What follows belongs to an exercise in optimizing a design on an open flow for small area, a short achievable clock period and few clock cycles per item; a production flow would make more cautious choices. Function was checked by simulation only, so behaviour that the tests miss may differ from the original.

`design/flow/constraint.sdc`:
```
create_clock -name core_clock -period 11.0 [get_ports {clock}]
set_input_delay 2.2000 -clock core_clock [delete_from_list [all_inputs] [get_ports {clock}]]
set_output_delay 2.2000 -clock core_clock [all_outputs]
set_load 0.01 [all_outputs]
```
`design/flow/config.mk`:
```
export PLATFORM = sky130hd
export DESIGN_NAME = iir_allpole
export DESIGN_NICKNAME = iir_allpole
export VERILOG_FILES = /design/flow/design.v
export SDC_FILE = /design/flow/constraint.sdc
export NUM_CORES = 4
export LEC_CHECK = 0
export CAP_MARGIN = 20
export CORE_MARGIN = 2
export CORE_UTILIZATION = 40
export SLEW_MARGIN = 20
```
`design/flow/run.sh`:
```
#!/bin/bash
# synth_recipe.tcl (not shown) runs the flow's synth.tcl, then flattens the netlist and writes it again
# the make line also repeats each setting of config.mk as NAME=value (left out here)
make -C /OpenROAD-flow-scripts/flow DESIGN_CONFIG=/design/flow/config.mk WORK_HOME=/design/flow/orfs CLKGATE_MAP_FILE= SYNTH_SCRIPT=/design/flow/synth_recipe.tcl finish
```
`design/flow/design.v`:
```
package iir_pkg;
    typedef enum logic [1:0] {
        ST_IDLE = 2'd0,
        ST_MAC  = 2'd1,
        ST_NORM = 2'd2,
        ST_OUT  = 2'd3
    } iir_state_e;
    function automatic integer acc_width(input integer w, input integer frac, input integer n);
        acc_width = w + frac + w + $clog2(n) + 1;
    endfunction
endpackage
module iir_round_sat
#(
    parameter int W     = 16,
    parameter int FRAC  = 14,
    parameter int ACC_W = 51
) (
    input  logic signed [ACC_W-1:0] acc,
    output logic signed [W-1:0]     sat_data,
    output logic                    sat_ovf
);
    localparam logic signed [ACC_W-1:0] RND   = ACC_W'(1) <<< (FRAC - 1);
    localparam logic signed [ACC_W-1:0] MAX_V = {{(ACC_W-W+1){1'b0}}, {(W-1){1'b1}}};
    localparam logic signed [ACC_W-1:0] MIN_V = ~MAX_V;
    logic signed [ACC_W-1:0] rounded;
    logic signed [ACC_W-1:0] shifted;
    assign rounded = acc + RND;
    assign shifted = rounded >>> FRAC;
    always_comb begin
        sat_data = shifted[W-1:0];
        sat_ovf  = 1'b0;
        if (shifted > MAX_V) begin
            sat_data = MAX_V[W-1:0];
            sat_ovf  = 1'b1;
        end else if (shifted < MIN_V) begin
            sat_data = MIN_V[W-1:0];
            sat_ovf  = 1'b1;
        end
    end
endmodule
module iir_allpole
#(
    parameter int N    = 10,
    parameter int W    = 16,
    parameter int FRAC = 14
) (
    input  logic                clock,
    input  logic                reset,
    input  logic signed [W-1:0] in_data,
    input  logic                in_valid,
    output logic                in_ready,
    input  logic [N-1:0][W-1:0] coef,
    output logic signed [W-1:0] out_data,
    output logic                out_valid,
    input  logic                out_ready,
    output logic                busy,
    output logic                ovf
);
    localparam int ACC_W = iir_pkg::acc_width(W, FRAC, N);
    localparam int K_W   = (N > 1) ? $clog2(N) : 1;
    localparam logic [K_W-1:0] K_LAST = K_W'(N - 1);
    iir_pkg::iir_state_e state_q, state_d;
    logic signed [ACC_W-1:0] acc_q, acc_d;
    logic [K_W-1:0]          k_q, k_d;
    logic [N-1:0][W-1:0]     hist_q, hist_d;   
    logic signed [W-1:0]     out_data_q, out_data_d;
    logic                    ovf_q, ovf_d;
    logic signed [W-1:0]     mac_coef;
    logic signed [W-1:0]     mac_hist;
    logic signed [2*W-1:0]   product;
    logic signed [ACC_W-1:0] prod_ext;
    logic signed [ACC_W-1:0] x_ext;
    logic signed [W-1:0]     sat_data;
    logic                    sat_ovf;
    assign mac_coef = coef[k_q];
    assign mac_hist = hist_q[k_q];
    assign product  = mac_coef * mac_hist;
    assign prod_ext = {{(ACC_W-2*W){product[2*W-1]}}, product};
    assign x_ext    = {{(ACC_W-W){in_data[W-1]}}, in_data};
    iir_round_sat #(
        .W     (W),
        .FRAC  (FRAC),
        .ACC_W (ACC_W)
    ) u_round_sat (
        .acc      (acc_q),
        .sat_data (sat_data),
        .sat_ovf  (sat_ovf)
    );
    always_ff @(posedge clock) begin
        if (reset) begin
            state_q    <= iir_pkg::ST_IDLE;
            acc_q      <= '0;
            k_q        <= '0;
            hist_q     <= '0;
            out_data_q <= '0;
            ovf_q      <= 1'b0;
        end else begin
            state_q    <= state_d;
            acc_q      <= acc_d;
            k_q        <= k_d;
            hist_q     <= hist_d;
            out_data_q <= out_data_d;
            ovf_q      <= ovf_d;
        end
    end
    always_comb begin
        state_d = state_q;
        case (state_q)
            iir_pkg::ST_IDLE: if (in_valid)        state_d = iir_pkg::ST_MAC;
            iir_pkg::ST_MAC:  if (k_q == K_LAST)   state_d = iir_pkg::ST_NORM;
            iir_pkg::ST_NORM:                      state_d = iir_pkg::ST_OUT;
            iir_pkg::ST_OUT:  if (out_ready)       state_d = iir_pkg::ST_IDLE;
            default:                      state_d = iir_pkg::ST_IDLE;
        endcase
    end
    always_comb begin
        in_ready  = (state_q == iir_pkg::ST_IDLE) && !reset;
        out_valid = (state_q == iir_pkg::ST_OUT) && !reset;
        busy      = (state_q != iir_pkg::ST_IDLE) && !reset;
        out_data  = out_data_q;
        ovf       = ovf_q;
    end
    always_comb begin
        acc_d      = acc_q;
        k_d        = k_q;
        hist_d     = hist_q;
        out_data_d = out_data_q;
        ovf_d      = ovf_q;
        case (state_q)
            iir_pkg::ST_IDLE: begin
                if (in_valid) begin
                    acc_d = x_ext <<< FRAC;
                    k_d   = '0;
                end
            end
            iir_pkg::ST_MAC: begin
                acc_d = acc_q - prod_ext;
                k_d   = k_q + K_W'(1);
            end
            iir_pkg::ST_NORM: begin
                out_data_d = sat_data;
                ovf_d      = ovf_q | sat_ovf;
            end
            iir_pkg::ST_OUT: begin
                if (out_ready) begin
                    for (int i = N - 1; i > 0; i--) begin
                        hist_d[i] = hist_q[i-1];
                    end
                    hist_d[0] = out_data_q;
                end
            end
            default: begin
                acc_d = acc_q;
            end
        endcase
    end
endmodule
```
==> qor.csv, run 1 <==
metric,value,unit
cp_top_family,adder cells,
top_usage_layer,met2,
setup_viol,0,
synth_top_family_by_area,adder cells,
vias,22000,
initial_core_util,40.5,%
synth_common_cells,"586 x inv_1, 491 x nand2_1, 398 x fa_1, 273 x a21oi_1, 234 x dfxtp_1",
clkLatencyLatePin,0.60,ns
drt_iter0_markers,1798,
grtUsageMet1,33.2,%
cts_tree,done,
htreeDepth,1,
cts_sinks,234,
critical-path-slowest-cell,fa_1,
cpMostUsedCell,fa_1,
fin_cells,4169,
path_buf_inv,6,
end_kind,flop,
startpoint_type,primary input,
syn2layout_area_growth,13.5,%
ctsResizeCount,0,
clock-root-buffer,clkbuf_16,
holdBufCountCts,0,
antenna_cells,0,
grt_max_degree,115,
synth_compound_area_share,12.2,%
grt_pass1_vias,22200,
dieArea,0.0702,mm2
syn_avg_cell_area,8.56,um2
synth_area_leaders,"fa_1 29%, dfxtp_1 17%, inv_1 8.1%, nand2_1 6.8%, ha_1 5.6%",
maxCapViolCount,0,
rows,95,
drive_above_1_share,6.07,%
placed_cells,4118,
place_area,0.0300,mm2
path_cells,"clkdlybuf4s50_1, mux4_2, mux2i_1, o22a_1, or2_2, inv_1, fa_1, fa_1, inv_1, fa_1, fa_1, buf_4, fa_1, inv_1, fa_1, inv_1, ha_1, nand2_1, o21ai_0, nand2b_1, o22ai_1, a21oi_1, mux2i_1, or3_1",
hold_viol,0,
cp.required,11.48,ns
yosys.area.top_type,fa_1,
ys_seq_area_share,17.2,%
synth_flop_cell,dfxtp_1,
crit_arrival,10.32,ns
hpwlAfterDp,63.3,mm
via_per_inst,5.27,
clockBufferDepth,3,
gr-usage-met2,37.1,%
async_flop_share,0,%
timing.setup.tns,0,ns
final_max_slew_viol_count,0,
grtUsageTotal,23.1,%
gp_congestion,0.915,
muxShareOfSynthArea,7.94,%
cpPeakStageDelay,0.99,ns
fmax,0.102,GHz
synth-seq-cells,234,
hold_class,reg -> reg,
synth_xor_area_share,2.61,%
portBuffers,199,
fp.dieH,265,um
slew_headroom,29.1,%
synth_warnings,2,
status,finished clean,
min_period_over_period,89.4,%
cp_max_fo,11,
yosysTopAreaCellShare,29.3,%
synth_edf_count,0,
ys_types,74,
ant_nets,0,
tightest_slew,1.06,ns
finalInstanceArea,0.0309,mm2
drc,0,
layout_min_cycle_time,9.84,ns
hold_slack,0.449,ns
first_pass_iters,6,
syn_area,0.0272,mm2
coreArea,0.0673,mm2
setup_slack,1.16,ns
critPathKind,in -> reg,
grt_pass1_wl,128,mm
overflow,0,
met3_usage,3.44,%
totalWireLength,80.9,mm
rsz0062_at_grt,no,
yosys.area_share.simple,14.2,%
yosysMostFrequentCell,inv_1,
dp_slack,0.509,ns
antenna_found_initial,0,
finalClockSkew,0.0369,ns
fp.dieW,265,um
syn_nets,3879,
io_pins,200,
synth_fa_ha_area_share,34.9,%
cts_made_buffers,28,
cts_setup_buffers,0,
clk_pin_slew_worst_paths,0.06,ns
fin_nets,3975,
syn_inst,3179,
wl_per_cell,19.4,um
flip-flops by register name, summed over array words and instances, names as in the netlist:
signal      flops
state_q         2
acc_q          51
hist_q        160
out_data_q     16
k_q             4
ovf_q           1
cell families after synthesis:
family,count (synthesis)
and+or+nand+nor,899
adders and majority gates,520
AOI/OAI and AO/OA,537
DFF,234
muxes,136
buffers and inverters,772
xor gates and xnor gates,81
worst paths after layout:
kind / to / startpoint / slack [ns] / cells after the start
worst min register to register: acc_q[1]$_SDFFE_PP0P_ / acc_q[1]$_SDFFE_PP0P_ / 0.45 / 2
worst min-delay path: acc_q[1]$_SDFFE_PP0P_ / acc_q[1]$_SDFFE_PP0P_ / 0.45 / 2
worst max register to register: acc_q[47]$_SDFFE_PP0P_ / k_q[0]$_SDFFE_PP0P_ / 1.86 / 26
worst max-delay path: acc_q[45]$_SDFFE_PP0P_ / coef[127] / 1.16 / 24
tightest hold or removal path, stage by stage (launching register included):
cell	delay, ns
dfxtp_1	0.31
nand2_1	0.05
a21oi_1	0.05
per-stage QoR:
stage | util [%]
finish | 45.9
global route | 45.9
CTS | 45.9
detailed placement | 44.5
global placement | 44.5
floorplan | -
metal layers:
| metal | vias up | share of wire, % | wire (um) |
|---|---|---|---|
| li1 | 10300 | - | - |
| met1 | 10900 | 45 | 36800 |
| met2 | 631 | 46 | 37000 |
| met3 | 89 | 6.9 | 5550 |
| met4 | 0 | 2.0 | 1600 |
| met5 | - | 0 | 0 |
cell type report:
class,count,area [um2]
multi-input combinational,2173,19600
timing repair buffer,252,2410
inverter,586,2200
fill,6623,36400
tap,873,1090
clock inverter,10,135
sequential,234,4690
clock buffer,41,790
cell usage in the layout, fill, tap and decap left out, types with 31 or more instances in the layout:
cell	netlist	routed
a21o_1	31	31
dfxtp_1	234	230
o21ai_0	52	52
buf_4	17	50
clkdlybuf4s50_1	0	198
nand3_1	44	44
fa_1	398	398
a21oi_1	273	273
nand2_1	491	490
ha_1	122	122
inv_1	586	585
nor2_1	215	215
mux4_2	64	64
xnor2_1	64	64
mux2i_1	72	72
Testbench counts, summed over its fixed seeds: cycles 39,960, items 3,072.
==> run 2, diff against run 1 <==
==> design/flow/design.v (replaced) <==
package iir_pkg;
    typedef enum logic [1:0] {
        ST_IDLE = 2'd0,
        ST_MAC  = 2'd1,
        ST_NORM = 2'd2,
        ST_OUT  = 2'd3
    } iir_state_e;
    function automatic integer acc_width(input integer w, input integer frac, input integer n);
        acc_width = w + frac + w + $clog2(n) + 1;
    endfunction
endpackage
module iir_round_sat
#(
    parameter int W     = 16,
    parameter int FRAC  = 14,
    parameter int ACC_W = 51
) (
    input  logic signed [ACC_W-1:0] acc,
    output logic signed [W-1:0]     sat_data,
    output logic                    sat_ovf
);
    localparam logic signed [ACC_W-1:0] RND   = ACC_W'(1) <<< (FRAC - 1);
    localparam logic signed [ACC_W-1:0] MAX_V = {{(ACC_W-W+1){1'b0}}, {(W-1){1'b1}}};
    localparam logic signed [ACC_W-1:0] MIN_V = ~MAX_V;
    logic signed [ACC_W-1:0] rounded;
    logic signed [ACC_W-1:0] shifted;
    assign rounded = acc + RND;
    assign shifted = rounded >>> FRAC;
    always_comb begin
        sat_data = shifted[W-1:0];
        sat_ovf  = 1'b0;
        if (shifted > MAX_V) begin
            sat_data = MAX_V[W-1:0];
            sat_ovf  = 1'b1;
        end else if (shifted < MIN_V) begin
            sat_data = MIN_V[W-1:0];
            sat_ovf  = 1'b1;
        end
    end
endmodule
module iir_allpole
#(
    parameter int N    = 10,
    parameter int W    = 16,
    parameter int FRAC = 14
) (
    input  logic                clock,
    input  logic                reset,
    input  logic signed [W-1:0] in_data,
    input  logic                in_valid,
    output logic                in_ready,
    input  logic [N-1:0][W-1:0] coef,
    output logic signed [W-1:0] out_data,
    output logic                out_valid,
    input  logic                out_ready,
    output logic                busy,
    output logic                ovf
);
    localparam int ACC_W = 35;
    logic [N-1:0][W-1:0]     coef_q;    
    logic [N-1:0][W-1:0]     hist_q;    
    logic                    pend_q;    
    logic                    ovf_q;
    logic                    fire;
    logic signed [ACC_W-1:0] acc;
    logic signed [W-1:0]     sat_data;
    logic                    sat_ovf;
    logic signed [W-1:0]     a_s [N];
    logic signed [W-1:0]     h_s [N];
    logic signed [ACC_W-1:0] x_ext;
    assign x_ext = in_data;
    always_comb begin
        for (int k = 0; k < N; k++) begin
            a_s[k] = coef_q[k];
            h_s[k] = hist_q[k];
        end
        acc = x_ext <<< FRAC;
        for (int k = 0; k < N; k++)
            acc = acc - a_s[k] * h_s[k];
    end
    iir_round_sat #(
        .W     (W),
        .FRAC  (FRAC),
        .ACC_W (ACC_W)
    ) u_round_sat (
        .acc      (acc),
        .sat_data (sat_data),
        .sat_ovf  (sat_ovf)
    );
    assign in_ready  = !reset && (!pend_q || out_ready);
    assign fire      = in_valid && in_ready;
    assign out_valid = pend_q && !reset;
    assign busy      = pend_q && !reset;
    assign out_data  = hist_q[0];
    assign ovf       = ovf_q;
    always_ff @(posedge clock) begin
        coef_q <= coef;
        if (reset) begin
            hist_q <= '0;
            pend_q <= 1'b0;
            ovf_q  <= 1'b0;
        end else begin
            if (fire) begin
                for (int i = N - 1; i > 0; i--) hist_q[i] <= hist_q[i-1];
                hist_q[0] <= sat_data;
                ovf_q     <= ovf_q | sat_ovf;
                pend_q    <= 1'b1;
            end else if (out_ready) begin
                pend_q    <= 1'b0;
            end
        end
    end
endmodule
==> qor.csv, run 2 <==
metric,value,unit
cpPeakStageDelay,0.61,ns
vias,75000,
synth-seq-cells,322,
fp.dieW,534,um
grtUsageTotal,25.8,%
fp.dieH,534,um
initial_core_util,40.2,%
syn_inst,11400,
layout_min_cycle_time,10.75,ns
synth_warnings,4,
grt_pass1_vias,82400,
final_cell_mix,"3388 x inv_1, 3290 x fa_1, 1496 x nand2_1",
antenna_found_initial,13,
syn_nets,15500,
slew_headroom,29.8,%
final_max_slew_viol_count,0,
ys_types,64,
clk_pin_slew_worst_paths,0.06,ns
cp_top_family,adder cells,
synth_edf_count,0,
via_per_inst,4.85,
drc,0,
fmax,0.0930,GHz
cts_made_buffers,54,
critPathKind,in -> reg,
first_pass_iters,7,
critical-path-slowest-cell,fa_2,
n_fill_cell,27000,
synth_area_leaders,"fa_1 59%, inv_1 11%, ha_1 7.2%, and2_1 6.7%, dfxtp_1 5.7%",
ys_seq_area_share,5.74,%
yosysTopAreaCellShare,58.9,%
grt_max_degree,112,
cts_tree,done,
drt-met1-wl,145,mm
end_kind,flop,
clock-root-buffer,clkbuf_16,
rows,194,
hpwlAfterDp,313,mm
dieArea,0.285,mm2
grt_pass1_wl,539,mm
io_pins,200,
syn_avg_cell_area,9.88,um2
timing.setup.tns,0,ns
syn_area,0.112,mm2
synth_flop_cell,dfxtp_1,
setup_viol,0,
clockBufferDepth,3,
wl_met2,165,mm
coreArea,0.279,mm2
min_period_over_period,97.7,%
yosysMostFrequentCell,inv_1,
htreeDepth,2,
yosys.area.top_type,fa_1,
cpMostUsedCell,fa_1,
gp_congestion,0.976,
drive_above_1_share,5.65,%
cp.required,11.63,ns
cp_max_fo,7,
reg_top3,"coef_q (160), hist_q (160)",
overflow,0,
syn2layout_area_growth,9.74,%
async_flop_share,0,%
hold_viol,0,
path_buf_inv,7,
crit_arrival,11.38,ns
post-route-util,44.1,%
clkLatencyLatePin,0.75,ns
ff2ff_setup_slack,0.28,ns
drt_iter0_markers,5234,
portBuffers,199,
status,finished clean,
cts_sinks,322,
fin_nets,15800,
totalWireLength,356,mm
holdBufCountCts,0,
layout_commonest_cell,inv_1,
wl_met3,28.2,mm
hold_class,reg -> reg,
ant_nets,0,
maxCapViolCount,0,
startpoint_type,primary input,
finalClockSkew,0.0409,ns
wl_per_cell,23.1,um
highest_layer,met5,
synth_common_cells,"3388 x inv_1, 3304 x fa_1, 1499 x nand2_1, 1210 x and2_1, 648 x ha_1",
tightest_slew,1.05,ns
==> run 2: cell count changes after synthesis, moves of 98 or more <==
| cell | before | now |
|---|---|---|
| fa_1 | 398 | 3304 |
| inv_1 | 586 | 3388 |
| and2_1 | 12 | 1210 |
| nand2_1 | 491 | 1499 |
| ha_1 | 122 | 648 |
| clkbuf_1 | 138 | 416 |
| a21oi_1 | 273 | 33 |
| nor2_1 | 215 | 40 |
| nand3b_1 | 1 | 141 |
| nor2b_1 | 9 | 107 |
==> run 2: tightest hold or removal path, stage by stage, from the launching register on <==
cell and delay, ns:
dfxtp_1 0.31, nand3b_1 0.08, nand2_1 0.05
==> run 2: cell type report <==
class	count	area, um2	area share [%]
Multi-Input combinational cell	7225	91700	74.4
Inverter	3389	12700	10.3
Sequential cell	322	6450	5.23
Timing Repair Buffer	690	5820	4.72
Tap cell	3724	4660	3.78
Clock buffer	69	1520	1.23
Clock inverter	32	385	0.313
Antenna cell	4	10.0	0.00812
==> run 2: cells by family after synthesis <==
family / share of synthesized area (%)
flip-flops: 5.74
AO/OA/AOI/OAI: 0.747
buffers and inverters: 12.8
adder cells (fa/ha/maj): 66.1
other: 0.00669
AND/OR/NAND/NOR: 13.9
XOR/XNOR: 0.691
==> run 2: per-stage QoR <==
step                instances  setup WS (ns)  hold slack (ns)  area (um2)
floorplan               11400          0.181            0.478      112000
global placement        15300         -0.943            0.464      121000
detailed placement      15300         -0.977            0.462      121000
CTS                     15400         0.0503            0.474      123000
global route            15500        -0.0161            0.493      123000
finish                  15500          0.253            0.480      123000
==> run 2: repair_timing <==
| action | in CTS | in global routing |
|---|---|---|
| hold endpoints to repair | 0 | 0 |
| resized for setup | 2 | 49 |
| pin swaps | 0 | 52 |
| setup buffers | 0 | 8 |
| endpoints found under the setup margin | 15 | 16 |
| gates cloned | 0 | 1 |
==> run 2: worst paths after layout <==
kind                             from                       to  cells after the start
max reg2reg  hist_q[104]$_SDFFE_PP0P_   hist_q[3]$_SDFFE_PP0P_                     32
min reg2reg   hist_q[45]$_SDFFE_PP0P_  hist_q[45]$_SDFFE_PP0P_                      2
min           hist_q[45]$_SDFFE_PP0P_  hist_q[45]$_SDFFE_PP0P_                      2
max                        in_data[1]   hist_q[3]$_SDFFE_PP0P_                     30
==> run 2: routing by layer <==
| layer | global-route usage [%] | vias to the layer above |
|---|---|---|
| li1 | - | 32000 |
| met1 | 34.6 | 39700 |
| met2 | 41.3 | 2749 |
| met3 | 5.06 | 519 |
| met4 | 10.4 | 2 |
| met5 | 0 | - |
Testbench counts of run 2, summed over its fixed seeds: cycles 3,128, items 3,072.

==> re-timing with driven ports <==
How much do the figures lean on ideal ports? The routed layouts below were timed once more, with nothing changed but the port constraints. Step 1 sets driving cells, clkbuf_16 on the clock port and buf_2 on the other inputs (assumed; they add their load-dependent delay and slew). Step 2 times the ports against the registers' clock, not the clock port: input delays grow and output delays shrink by t, the midpoint of the rising clock arrivals with the driver on. Slacks: ideal ports / drivers / drivers and shift; pairs: ideal ports / drivers.
run	t (ns)	setup slack, ns	worst hold slack (ns)	worst slew at a driven data input, ns
run 1	0.629	1.162 / 1.186 / 0.558	0.449 / 0.449 / 0.449	0.06
run 2	0.828	0.253 / 0.278 / -0.511	0.480 / 0.480 / 0.480	0.05
Met with ideal ports but missed after step 2: setup timing in run 2. For run 2, which loses most, drivers alone change the setup slack by +0.025 ns; drivers and shift together by -0.764 ns.
